This is an optimization exercise on Yosys and OpenROAD, whose aim is small area and a short achievable clock period, not a production implementation.
At most, simulation tests tie the RTL to the original design; equivalence was not proved.
Power is estimated from default activity; no workload was simulated.

==> trial 23: inputs <==
==> flow/design.v <==
package hostBusPkg;
  typedef logic [11-1:0] addrT;
  typedef logic [16-1:0] dataT;
  typedef logic [1:0] offsetT;
  typedef enum logic [2:0] {
    MISC,
    GPIO,
    SERIAL,
    INTERP0,
    INTERP1,
    INTERP2,
    NONE
  } regionT;
  typedef struct packed {
    logic       rd;
    logic [1:0] dacIdx;
    logic [4:0] regAddr;
  } serialCmdT;
endpackage
package dspPkg;
  typedef logic signed [18-1:0] sampleT;
  typedef logic [14-1:0] dacWordT;
  typedef logic [1:0] ratioT;
endpackage
`timescale 1ns/100ps
module hostRegs (
  input  logic               ck933,
  input  logic               rstN,
  input  logic               nCs,
  input  logic               nWe,
  input  logic               nRd,
  input  hostBusPkg::addrT   addr,
  input  hostBusPkg::dataT   wrData,
  output hostBusPkg::dataT   rdData,
  input  hostBusPkg::dataT   serialRd,
  input  hostBusPkg::dataT   interpRd0,
  input  hostBusPkg::dataT   interpRd1,
  input  hostBusPkg::dataT   interpRd2,
  output logic               serialWrEn,
  output logic               interpWrEn0,
  output logic               interpWrEn1,
  output logic               interpWrEn2,
  output hostBusPkg::offsetT wrOffset,
  output logic               softReset,
  output hostBusPkg::dataT   gpioOut
);
  hostBusPkg::regionT region;
  hostBusPkg::dataT   rdMux;
  logic               wrStrobe;
  logic               rdStrobe;
  always_comb begin
    case (addr[11-1:2])
      (11'h000 >> 2):    region = hostBusPkg::MISC;
      (11'h004 >> 2):    region = hostBusPkg::GPIO;
      (11'h008 >> 2):  region = hostBusPkg::SERIAL;
      (11'h00C >> 2): region = hostBusPkg::INTERP0;
      (11'h010 >> 2): region = hostBusPkg::INTERP1;
      (11'h014 >> 2): region = hostBusPkg::INTERP2;
      default:              region = hostBusPkg::NONE;
    endcase
  end
  assign wrOffset = addr[1:0];
  assign wrStrobe = !nCs && !nWe;
  assign rdStrobe = !nCs && !nRd;
  assign serialWrEn  = wrStrobe && (region == hostBusPkg::SERIAL);
  assign interpWrEn0 = wrStrobe && (region == hostBusPkg::INTERP0);
  assign interpWrEn1 = wrStrobe && (region == hostBusPkg::INTERP1);
  assign interpWrEn2 = wrStrobe && (region == hostBusPkg::INTERP2);
  always_ff @(posedge ck933) begin
    if (!rstN) begin
      softReset <= 1'b0;
    end else begin
      softReset <= wrStrobe && (region == hostBusPkg::MISC) && (wrOffset == 2'd0);
    end
  end
  always_ff @(posedge ck933) begin
    if (!rstN || softReset) begin
      gpioOut <= 16'h0003;
    end else if (wrStrobe && (region == hostBusPkg::GPIO)) begin
      gpioOut <= wrData;
    end
  end
  always_comb begin
    rdMux = '0;
    case (region)
      hostBusPkg::MISC: begin
        if (wrOffset == 2'd1) begin
          rdMux = 16'h0A31;
        end
      end
      hostBusPkg::GPIO:    rdMux = gpioOut;
      hostBusPkg::SERIAL:  rdMux = serialRd;
      hostBusPkg::INTERP0: rdMux = interpRd0;
      hostBusPkg::INTERP1: rdMux = interpRd1;
      hostBusPkg::INTERP2: rdMux = interpRd2;
      default:             rdMux = '0;
    endcase
  end
  always_ff @(posedge ck933) begin
    if (rdStrobe) begin
      rdData <= rdMux;
    end
  end
endmodule
`timescale 1ns/100ps
module dacSerialCtrl (
  input  logic               ck933,
  input  logic               rstN,
  input  logic               softReset,
  input  logic               wrEn,
  input  hostBusPkg::offsetT wrOffset,
  input  hostBusPkg::dataT   wrData,
  output hostBusPkg::dataT   rdData,
  output logic               sclk,
  output logic [2:0]         dacNCs,
  output logic               sdioOut,
  output logic               sdioOe,
  input  logic               sdioIn
);
  typedef enum logic [1:0] {
    sIdle,
    sLoad,
    sShift,
    sEnd
  } stateT;
  stateT                  state;
  hostBusPkg::serialCmdT  cmd;
  logic [7:0]             txByte;
  logic [7:0]             rxByte;
  logic [5:0]             cnt;
  logic [3:0]             bitCnt;
  logic [1:0]             phase;
  logic [15:0]            frame;
  logic [15:0]            nextBits;
  logic [3:0]             selOneHot;
  logic                   busy;
  logic                   startFrame;
  logic                   rst;
  assign rst        = !rstN || softReset;
  assign busy       = (state != sIdle);
  assign startFrame = wrEn && (wrOffset == 2'd1) && !busy;
  assign selOneHot  = 4'b0001 << cmd.dacIdx;
  assign bitCnt     = cnt[5:2];
  assign phase      = cnt[1:0];
  assign frame = {cmd, txByte};
  always_comb begin
    for (int i = 0; i < 16; i++) begin
      nextBits[i] = (i < 15) ? frame[14 - i] : 1'b0;
    end
  end
  always_ff @(posedge ck933) begin
    if (rst) begin
      state   <= sIdle;
      cmd     <= '0;
      txByte  <= '0;
      rxByte  <= '0;
      sclk    <= 1'b0;
      dacNCs  <= 3'b111;
      sdioOut <= 1'b0;
      sdioOe  <= 1'b0;
    end else begin
      case (state)
        sIdle: begin
          if (wrEn && (wrOffset == 2'd0)) begin
            cmd <= wrData[7:0];
          end
          if (startFrame) begin
            txByte <= wrData[7:0];
            state  <= sLoad;
          end
        end
        sLoad: begin
          sdioOut <= cmd[7];
          sdioOe  <= 1'b1;
          dacNCs  <= ~selOneHot[2:0];
          state   <= sShift;
        end
        sShift: begin
          if (phase == 2'd1) begin
            sclk <= ~&dacNCs;
          end
          if (cmd.rd && bitCnt[3] && (phase == 2'd2)) begin
            rxByte <= {rxByte[6:0], sdioIn};
          end
          if (phase == 2'd3) begin
            sclk <= 1'b0;
            if (bitCnt == 4'd15) begin
              dacNCs <= 3'b111;
              sdioOe <= 1'b0;
              state  <= sEnd;
            end else begin
              sdioOut <= nextBits[bitCnt];
              if (cmd.rd && (bitCnt == 4'd7)) begin
                sdioOe <= 1'b0;
              end
            end
          end
        end
        sEnd: begin
          if (phase == 2'd1) begin
            state <= sIdle;
          end
        end
        default: state <= sIdle;
      endcase
    end
  end
  always_ff @(posedge ck933) begin
    if (state == sLoad) begin
      cnt <= '0;
    end else begin
      cnt <= cnt + 1'b1;
    end
  end
  always_comb begin
    rdData = '0;
    case (wrOffset)
      2'd0:   rdData[7:0] = cmd;
      2'd1: rdData[7:0] = txByte;
      2'd2: begin
        rdData[7:0]              = rxByte;
        rdData[8] = busy;
      end
      default: rdData = '0;
    endcase
  end
endmodule
`timescale 1ns/100ps
module interpolator (
  input  logic               ck933,
  input  logic               rstN,
  input  logic               softReset,
  input  logic               wrEn,
  input  hostBusPkg::offsetT wrOffset,
  input  hostBusPkg::dataT   wrData,
  output hostBusPkg::dataT   rdData,
  input  dspPkg::sampleT     sample,
  input  logic               sampleEn,
  output dspPkg::dacWordT    dacWord
);
  localparam int fracW = 3;
  localparam int accW  = 18 + fracW + 1;
  localparam int diffW = 18 + 1;
  dspPkg::ratioT             ratio;
  logic signed [16-1:0] offset;
  logic signed [diffW-1:0]   diff;
  dspPkg::sampleT            target;
  logic [accW-1:0]           accB;
  logic                      accTop;
  logic [diffW-1:0]          tgtP8;
  logic signed [accW-1:0]    step;
  logic [3:0]                stepsLeft;
  logic                      ramping;
  logic [3:0]                stepSel;
  logic [accW+2:0]           diffX;
  logic [accW-1:0]           accNext;
  logic [diffW-1:0]          diffNext;
  logic [accW-3:0]           rndA;
  logic [accW-3:0]           rndB;
  logic [accW-3:0]           sum;
  logic signed [accW-7:0]    rounded;
  logic [14-1:0]         clipped;
  logic                      rst;
  assign rst = !rstN || softReset;
  assign ramping = (stepsLeft != 4'd0);
  assign stepSel = {4{ramping}} & (4'b0001 << ratio);
  assign diffX   = {{3{diff[diffW-1]}}, diff, 3'b000};
  always_comb begin
    for (int i = 0; i < accW; i++) begin
      step[i] = (stepSel[0] & diffX[i]) | (stepSel[1] & diffX[i + 1]) |
                (stepSel[2] & diffX[i + 2]) | (stepSel[3] & diffX[i + 3]);
    end
  end
  assign accTop  = accB[accW-1] & |accB[accW-2:6];
  assign rndA    = {accTop, accB[accW-1:fracW]};
  assign rndB    = {{(accW-2-16){offset[16-1]}}, offset};
  fastAdd #(.W(accW-2)) rndAdd (.a(rndA), .b(rndB), .cin(1'b0), .s(sum));
  assign rounded = sum[accW-3:4];
  fastAdd #(.W(accW)) accAdd (.a(accB), .b(step), .cin(1'b0), .s(accNext));
  assign tgtP8 = {target[18-1], target} + diffW'(8);
  fastAdd #(.W(diffW)) diffSub (
    .a   ({sample[18-1], sample}),
    .b   (~{target[18-1], target}),
    .cin (1'b1),
    .s   (diffNext)
  );
  always_comb begin
    if (rounded[accW-7:14-1] == '0 || rounded[accW-7:14-1] == '1) begin
      clipped = {~rounded[14-1], rounded[14-2:0]};
    end else begin
      clipped = {~rounded[accW-7], {(14-1){~rounded[accW-7]}}};
    end
  end
  always_ff @(posedge ck933) begin
    if (rst) begin
      ratio     <= '0;
      offset    <= '0;
      target    <= '0;
      accB      <= accW'(64);
      stepsLeft <= '0;
      dacWord   <= 14'h2000;
    end else begin
      if (wrEn && (wrOffset == 2'd0)) begin
        ratio <= wrData[1:0];
      end
      if (wrEn && (wrOffset == 2'd1)) begin
        offset <= wrData;
      end
      if (sampleEn) begin
        target    <= sample;
        accB      <= {tgtP8, 3'b000};
        stepsLeft <= 4'd1 << ratio;
      end else begin
        accB      <= accNext;
        if (ramping) begin
          stepsLeft <= stepsLeft - 1'b1;
        end
      end
      dacWord <= clipped;
    end
  end
  always_ff @(posedge ck933) begin
    if (sampleEn) begin
      diff <= diffNext;
    end
  end
  always_comb begin
    rdData = '0;
    case (wrOffset)
      2'd0:  rdData[1:0] = ratio;
      2'd1: rdData = offset;
      default:     rdData = '0;
    endcase
  end
endmodule
module fastAdd #(
  parameter int W = 22
) (
  input  logic [W-1:0] a,
  input  logic [W-1:0] b,
  input  logic         cin,
  output logic [W-1:0] s
);
  localparam int L = $clog2(W);
  logic [W-1:0] p;
  logic [W-1:0] g [L+1];
  logic [W-1:0] t [L+1];
  logic [W:0]   c;
  assign p    = a ^ b;
  assign g[0] = (a & b) | {{(W-1){1'b0}}, p[0] & cin};
  assign t[0] = p;
  for (genvar l = 0; l < L; l++) begin : gLevel
    for (genvar i = 0; i < W; i++) begin : gBit
      if ((i >> l) % 2 == 1) begin : gJoin
        localparam int j = ((i >> (l + 1)) << (l + 1)) + (1 << l) - 1;
        assign g[l+1][i] = g[l][i] | (t[l][i] & g[l][j]);
        assign t[l+1][i] = t[l][i] & t[l][j];
      end else begin : gPass
        assign g[l+1][i] = g[l][i];
        assign t[l+1][i] = t[l][i];
      end
    end
  end
  assign c = {g[L], cin};
  assign s = p ^ c[W-1:0];
endmodule
`timescale 1ns/100ps
module dacSubsystem (
  input  logic             ck933,
  input  logic             rstN,
  input  logic             nCs,
  input  logic             nWe,
  input  logic             nRd,
  input  hostBusPkg::addrT addr,
  input  hostBusPkg::dataT wrData,
  output hostBusPkg::dataT rdData,
  input  dspPkg::sampleT   sample0,
  input  dspPkg::sampleT   sample1,
  input  dspPkg::sampleT   sample2,
  input  logic             sampleEn0,
  input  logic             sampleEn1,
  input  logic             sampleEn2,
  output logic             sclk,
  output logic             dacNCs0,
  output logic             dacNCs1,
  output logic             dacNCs2,
  output logic             sdioOut,
  output logic             sdioOe,
  input  logic             sdioIn,
  output dspPkg::dacWordT  dacWord0,
  output dspPkg::dacWordT  dacWord1,
  output dspPkg::dacWordT  dacWord2,
  output logic             dacRst,
  output logic             bsyncNLock,
  output logic             demodNLock
);
  hostBusPkg::offsetT wrOffset;
  hostBusPkg::dataT   serialRd;
  hostBusPkg::dataT   interpRd0;
  hostBusPkg::dataT   interpRd1;
  hostBusPkg::dataT   interpRd2;
  hostBusPkg::dataT   gpioOut;
  logic               serialWrEn;
  logic               interpWrEn0;
  logic               interpWrEn1;
  logic               interpWrEn2;
  logic               softReset;
  logic [2:0]         dacNCs;
  hostRegs hostRegs (
    .ck933       (ck933),
    .rstN        (rstN),
    .nCs         (nCs),
    .nWe         (nWe),
    .nRd         (nRd),
    .addr        (addr),
    .wrData      (wrData),
    .rdData      (rdData),
    .serialRd    (serialRd),
    .interpRd0   (interpRd0),
    .interpRd1   (interpRd1),
    .interpRd2   (interpRd2),
    .serialWrEn  (serialWrEn),
    .interpWrEn0 (interpWrEn0),
    .interpWrEn1 (interpWrEn1),
    .interpWrEn2 (interpWrEn2),
    .wrOffset    (wrOffset),
    .softReset   (softReset),
    .gpioOut     (gpioOut)
  );
  assign dacRst     = softReset;
  assign bsyncNLock = gpioOut[0];
  assign demodNLock = gpioOut[1];
  dacSerialCtrl dacSerialCtrl (
    .ck933     (ck933),
    .rstN      (rstN),
    .softReset (softReset),
    .wrEn      (serialWrEn),
    .wrOffset  (wrOffset),
    .wrData    (wrData),
    .rdData    (serialRd),
    .sclk      (sclk),
    .dacNCs    (dacNCs),
    .sdioOut   (sdioOut),
    .sdioOe    (sdioOe),
    .sdioIn    (sdioIn)
  );
  assign dacNCs0 = dacNCs[0];
  assign dacNCs1 = dacNCs[1];
  assign dacNCs2 = dacNCs[2];
  interpolator interp0 (
    .ck933     (ck933),
    .rstN      (rstN),
    .softReset (softReset),
    .wrEn      (interpWrEn0),
    .wrOffset  (wrOffset),
    .wrData    (wrData),
    .rdData    (interpRd0),
    .sample    (sample0),
    .sampleEn  (sampleEn0),
    .dacWord   (dacWord0)
  );
  interpolator interp1 (
    .ck933     (ck933),
    .rstN      (rstN),
    .softReset (softReset),
    .wrEn      (interpWrEn1),
    .wrOffset  (wrOffset),
    .wrData    (wrData),
    .rdData    (interpRd1),
    .sample    (sample1),
    .sampleEn  (sampleEn1),
    .dacWord   (dacWord1)
  );
  interpolator interp2 (
    .ck933     (ck933),
    .rstN      (rstN),
    .softReset (softReset),
    .wrEn      (interpWrEn2),
    .wrOffset  (wrOffset),
    .wrData    (wrData),
    .rdData    (interpRd2),
    .sample    (sample2),
    .sampleEn  (sampleEn2),
    .dacWord   (dacWord2)
  );
endmodule
==> flow/flow/run.sh <==
#!/bin/bash
# Standard synthesis and layout; the resizer may pick any cell of the same function
# (not only one with the same footprint), and the port buffers are plain buffers.
set -euo pipefail
bash standard.sh synth > synth.log 2>&1
bash standard.sh MATCH_CELL_FOOTPRINT=0 "BUFFER_PORTS_ARGS=-buffer_cell sky130_fd_sc_hd__buf_1" finish > layout.log 2>&1
==> flow/standard.sh <==
#!/bin/bash
# synth_recipe.tcl (not shown) runs the flow's synth.tcl, then flattens the netlist and writes it again
# the make line also repeats each setting of config.mk as NAME=value (left out here)
make -C /OpenROAD-flow-scripts/flow DESIGN_CONFIG=/design/flow/config.mk WORK_HOME=/design/flow/orfs CLKGATE_MAP_FILE= SYNTH_SCRIPT=/design/flow/synth_recipe.tcl "${@:-finish}"
==> flow/config.mk <==
export PLATFORM = sky130hd
export DESIGN_NAME = dacSubsystem
export DESIGN_NICKNAME = dacSubsystem
export VERILOG_FILES = /design/flow/design.v
export SDC_FILE = /design/flow/constraint.sdc
export NUM_CORES = 4
export LEC_CHECK = 0
export ABC_AREA = 1
export CAP_MARGIN = 20
export CORE_MARGIN = 2
export CORE_UTILIZATION = 40
export SETUP_SLACK_MARGIN = 2.8
export SLEW_MARGIN = 20
==> flow/constraint.sdc <==
create_clock -name core_clock -period 6.0 [get_ports {ck933}]
set_input_delay 1.2000 -clock core_clock [delete_from_list [all_inputs] [get_ports {ck933}]]
set_output_delay 1.2000 -clock core_clock [all_outputs]
set_load 0.01 [all_outputs]
==> build 16 (differences from trial 23) <==
--- a/flow/design.v
+++ b/flow/design.v
@@ -45,31 +45,33 @@
   output hostBusPkg::dataT   gpioOut
 );
-  hostBusPkg::regionT region;
+  logic               hiZero;
+  logic               selMisc;
+  logic               selGpio;
+  logic               selSerial;
+  logic               selInterp0;
+  logic               selInterp1;
+  logic               selInterp2;
   hostBusPkg::dataT   rdMux;
   logic               wrStrobe;
   logic               rdStrobe;
-  always_comb begin
-    case (addr[11-1:2])
-      (11'h000 >> 2):    region = hostBusPkg::MISC;
-      (11'h004 >> 2):    region = hostBusPkg::GPIO;
-      (11'h008 >> 2):  region = hostBusPkg::SERIAL;
-      (11'h00C >> 2): region = hostBusPkg::INTERP0;
-      (11'h010 >> 2): region = hostBusPkg::INTERP1;
-      (11'h014 >> 2): region = hostBusPkg::INTERP2;
-      default:              region = hostBusPkg::NONE;
-    endcase
-  end
+  assign hiZero     = (addr[11-1:5] == '0);
+  assign selMisc    = hiZero && (addr[4:2] == 3'(11'h000 >> 2));
+  assign selGpio    = hiZero && (addr[4:2] == 3'(11'h004 >> 2));
+  assign selSerial  = hiZero && (addr[4:2] == 3'(11'h008 >> 2));
+  assign selInterp0 = hiZero && (addr[4:2] == 3'(11'h00C >> 2));
+  assign selInterp1 = hiZero && (addr[4:2] == 3'(11'h010 >> 2));
+  assign selInterp2 = hiZero && (addr[4:2] == 3'(11'h014 >> 2));
   assign wrOffset = addr[1:0];
   assign wrStrobe = !nCs && !nWe;
   assign rdStrobe = !nCs && !nRd;
-  assign serialWrEn  = wrStrobe && (region == hostBusPkg::SERIAL);
-  assign interpWrEn0 = wrStrobe && (region == hostBusPkg::INTERP0);
-  assign interpWrEn1 = wrStrobe && (region == hostBusPkg::INTERP1);
-  assign interpWrEn2 = wrStrobe && (region == hostBusPkg::INTERP2);
+  assign serialWrEn  = wrStrobe && selSerial;
+  assign interpWrEn0 = wrStrobe && selInterp0;
+  assign interpWrEn1 = wrStrobe && selInterp1;
+  assign interpWrEn2 = wrStrobe && selInterp2;
   always_ff @(posedge ck933) begin
     if (!rstN) begin
       softReset <= 1'b0;
     end else begin
-      softReset <= wrStrobe && (region == hostBusPkg::MISC) && (wrOffset == 2'd0);
+      softReset <= wrStrobe && selMisc && (wrOffset == 2'd0);
     end
   end
@@ -77,24 +79,14 @@
     if (!rstN || softReset) begin
       gpioOut <= 16'h0003;
-    end else if (wrStrobe && (region == hostBusPkg::GPIO)) begin
+    end else if (wrStrobe && selGpio) begin
       gpioOut <= wrData;
     end
   end
-  always_comb begin
-    rdMux = '0;
-    case (region)
-      hostBusPkg::MISC: begin
-        if (wrOffset == 2'd1) begin
-          rdMux = 16'h0A31;
-        end
-      end
-      hostBusPkg::GPIO:    rdMux = gpioOut;
-      hostBusPkg::SERIAL:  rdMux = serialRd;
-      hostBusPkg::INTERP0: rdMux = interpRd0;
-      hostBusPkg::INTERP1: rdMux = interpRd1;
-      hostBusPkg::INTERP2: rdMux = interpRd2;
-      default:             rdMux = '0;
-    endcase
-  end
+  assign rdMux = ({16{selMisc && (wrOffset == 2'd1)}} & 16'h0A31) |
+                 ({16{selGpio}}    & gpioOut)   |
+                 ({16{selSerial}}  & serialRd)  |
+                 ({16{selInterp0}} & interpRd0) |
+                 ({16{selInterp1}} & interpRd1) |
+                 ({16{selInterp2}} & interpRd2);
   always_ff @(posedge ck933) begin
     if (rdStrobe) begin
@@ -252,4 +244,6 @@
   logic [3:0]                stepsLeft;
   logic                      ramping;
+  logic                      rampNext;
+  logic [1:0]                ratioNext;
   logic [3:0]                stepSel;
   logic [accW+2:0]           diffX;
@@ -263,6 +257,7 @@
   logic                      rst;
   assign rst = !rstN || softReset;
-  assign ramping = (stepsLeft != 4'd0);
-  assign stepSel = {4{ramping}} & (4'b0001 << ratio);
+  assign ramping   = |stepSel;
+  assign ratioNext = (wrEn && (wrOffset == 2'd0)) ? wrData[1:0] : ratio;
+  assign rampNext  = sampleEn || (ramping && (stepsLeft != 4'd1));
   assign diffX   = {{3{diff[diffW-1]}}, diff, 3'b000};
   always_comb begin
@@ -275,9 +270,9 @@
   assign rndA    = {accTop, accB[accW-1:fracW]};
   assign rndB    = {{(accW-2-16){offset[16-1]}}, offset};
-  fastAdd #(.W(accW-2)) rndAdd (.a(rndA), .b(rndB), .cin(1'b0), .s(sum));
+  bkAdd #(.W(accW-2)) rndAdd (.a(rndA), .b(rndB), .cin(1'b0), .s(sum));
   assign rounded = sum[accW-3:4];
   fastAdd #(.W(accW)) accAdd (.a(accB), .b(step), .cin(1'b0), .s(accNext));
   assign tgtP8 = {target[18-1], target} + diffW'(8);
-  fastAdd #(.W(diffW)) diffSub (
+  bkAdd #(.W(diffW)) diffSub (
     .a   ({sample[18-1], sample}),
     .b   (~{target[18-1], target}),
@@ -299,9 +294,9 @@
       accB      <= accW'(64);
       stepsLeft <= '0;
+      stepSel   <= '0;
       dacWord   <= 14'h2000;
     end else begin
-      if (wrEn && (wrOffset == 2'd0)) begin
-        ratio <= wrData[1:0];
-      end
+      ratio   <= ratioNext;
+      stepSel <= {4{rampNext}} & (4'b0001 << ratioNext);
       if (wrEn && (wrOffset == 2'd1)) begin
         offset <= wrData;
@@ -365,4 +360,39 @@
   assign s = p ^ c[W-1:0];
 endmodule
+module bkAdd #(
+  parameter int W = 20
+) (
+  input  logic [W-1:0] a,
+  input  logic [W-1:0] b,
+  input  logic         cin,
+  output logic [W-1:0] s
+);
+  localparam int L = $clog2(W);
+  logic [W-1:0] p;
+  logic [W-1:0] g;
+  logic [W-1:0] t;
+  always_comb begin
+    p = a ^ b;
+    g = (a & b) | {{(W-1){1'b0}}, p[0] & cin};
+    t = p;
+    for (int l = 0; l < L; l++) begin
+      for (int i = 0; i < W; i++) begin
+        if (((i + 1) % (1 << (l + 1))) == 0) begin
+          g[i] = g[i] | (t[i] & g[i - (1 << l)]);
+          t[i] = t[i] & t[i - (1 << l)];
+        end
+      end
+    end
+    for (int l = L - 2; l >= 0; l--) begin
+      for (int i = 0; i < W; i++) begin
+        if ((((i + 1) % (1 << (l + 1))) == (1 << l)) && (i >= (1 << (l + 1)))) begin
+          g[i] = g[i] | (t[i] & g[i - (1 << l)]);
+          t[i] = t[i] & t[i - (1 << l)];
+        end
+      end
+    end
+    s = p ^ {g[W-2:0], cin};
+  end
+endmodule
 `timescale 1ns/100ps
 module dacSubsystem (
==> flow/flow/run.sh (replaced) <==
#!/bin/bash
# Standard synthesis without the full/half-adder cell mapping (registers are unchanged), then
# the standard layout; the resizer may pick any cell of the same function (not only one with
# the same footprint), and the port buffers are plain buffers.
set -euo pipefail
bash standard.sh ADDER_MAP_FILE= synth > synth.log 2>&1
bash standard.sh ADDER_MAP_FILE= MATCH_CELL_FOOTPRINT=0 "BUFFER_PORTS_ARGS=-buffer_cell sky130_fd_sc_hd__buf_1" finish > layout.log 2>&1
Settings changed: CORE_UTILIZATION 40 to 50, CTS_CLUSTER_DIAMETER set to 80, CTS_CLUSTER_SIZE set to 22, PLACE_DENSITY set to 0.65, SETUP_SLACK_MARGIN 2.8 to 3.6.
==> trial 66 (differences from trial 23) <==
--- a/flow/design.v
+++ b/flow/design.v
@@ -246,7 +246,5 @@
   logic signed [diffW-1:0]   diff;
   dspPkg::sampleT            target;
-  logic [accW-1:0]           accB;
-  logic                      accTop;
-  logic [diffW-1:0]          tgtP8;
+  logic signed [accW-1:0]    acc;
   logic signed [accW-1:0]    step;
   logic [3:0]                stepsLeft;
@@ -258,4 +256,5 @@
   logic [accW-3:0]           rndA;
   logic [accW-3:0]           rndB;
+  logic [accW-3:0]           rndC;
   logic [accW-3:0]           sum;
   logic signed [accW-7:0]    rounded;
@@ -272,11 +271,10 @@
     end
   end
-  assign accTop  = accB[accW-1] & |accB[accW-2:6];
-  assign rndA    = {accTop, accB[accW-1:fracW]};
+  assign rndA    = {acc[accW-1], acc[accW-1:fracW]};
   assign rndB    = {{(accW-2-16){offset[16-1]}}, offset};
-  fastAdd #(.W(accW-2)) rndAdd (.a(rndA), .b(rndB), .cin(1'b0), .s(sum));
+  assign rndC    = rndB + (accW-2)'(8);
+  fastAdd #(.W(accW-2)) rndAdd (.a(rndA), .b(rndC), .cin(1'b0), .s(sum));
   assign rounded = sum[accW-3:4];
-  fastAdd #(.W(accW)) accAdd (.a(accB), .b(step), .cin(1'b0), .s(accNext));
-  assign tgtP8 = {target[18-1], target} + diffW'(8);
+  fastAdd #(.W(accW)) accAdd (.a(acc), .b(step), .cin(1'b0), .s(accNext));
   fastAdd #(.W(diffW)) diffSub (
     .a   ({sample[18-1], sample}),
@@ -297,5 +295,5 @@
       offset    <= '0;
       target    <= '0;
-      accB      <= accW'(64);
+      acc       <= '0;
       stepsLeft <= '0;
       dacWord   <= 14'h2000;
@@ -309,8 +307,8 @@
       if (sampleEn) begin
         target    <= sample;
-        accB      <= {tgtP8, 3'b000};
+        acc       <= {target[18-1], target, 3'b000};
         stepsLeft <= 4'd1 << ratio;
       end else begin
-        accB      <= accNext;
+        acc       <= accNext;
         if (ramping) begin
           stepsLeft <= stepsLeft - 1'b1;
==> flow/run.sh (new file) <==
#!/bin/bash
# synth_recipe.tcl (not shown) runs the flow's synth.tcl, then flattens the netlist and writes it again
# the make line also repeats each setting of config.mk as NAME=value (left out here)
make -C /OpenROAD-flow-scripts/flow DESIGN_CONFIG=/design/flow/config.mk WORK_HOME=/design/flow/orfs CLKGATE_MAP_FILE= SYNTH_SCRIPT=/design/flow/synth_recipe.tcl finish
Settings changed: SETUP_SLACK_MARGIN 2.8 to 2.6.
removed: flow/flow/run.sh
removed: flow/standard.sh
==> trial 92 (differences from trial 23) <==
==> flow/run.sh (new file) <==
#!/bin/bash
# synth_recipe.tcl (not shown) runs the flow's synth.tcl, then flattens the netlist and writes it again
# the make line also repeats each setting of config.mk as NAME=value (left out here)
make -C /OpenROAD-flow-scripts/flow DESIGN_CONFIG=/design/flow/config.mk WORK_HOME=/design/flow/orfs CLKGATE_MAP_FILE= SYNTH_SCRIPT=/design/flow/synth_recipe.tcl finish
removed: flow/flow/run.sh
removed: flow/standard.sh
==> comparison <==
Utilization: trial 23 < trial 92 < trial 66 < build 16.
Against trial 66, the sequential share of layout area of trial 23 is higher by 1.6 points.
In flip-flop and latch count, trial 23 and trial 92 do not differ.
Clock skew, highest first: trial 23, trial 66, trial 92, build 16.
In trial 23 the sequential power is smaller than in trial 66, by about 1%.
Setup slack: trial 92 < trial 66 < trial 23 < build 16.
Against trial 23, the die area of trial 66 is higher by about 1.2%.
No functional check of the RTL was part of trial 23, trial 66 and trial 92.

static timing again, ports no longer ideal:
Ports are ideal in the flow. The routed layouts listed here were re-timed in OpenROAD. Step 1, drivers: a clkbuf_16 drives ck933 and a buf_2 each remaining input, both assumed. Step 2 times the ports against the registers' clock, not the clock port: input delays grow and output delays shrink by t, the midpoint of the rising clock arrivals with the driver on. Slacks: ideal ports / drivers / drivers and shift; pairs: ideal ports / drivers.
run | t (ns) | slack for setup (ns) | worst setup path after step 2 | worst slew at a driven data input, ns
trial 23 | 0.631 | 2.640 / 2.640 / 2.336 | input to register | 0.10
build 16 | 0.631 | 3.601 / 3.542 / 3.054 | input to register | 0.08
trial 66 | 0.633 | 2.583 / 2.583 / 2.093 | input to register | 0.08
trial 92 | 0.631 | 2.530 / 2.529 / 2.013 | input to register | 0.10
After both steps every run listed still meets setup and hold. For build 16, which loses most, drivers alone change the setup slack by -0.059 ns; drivers and shift together by -0.547 ns.
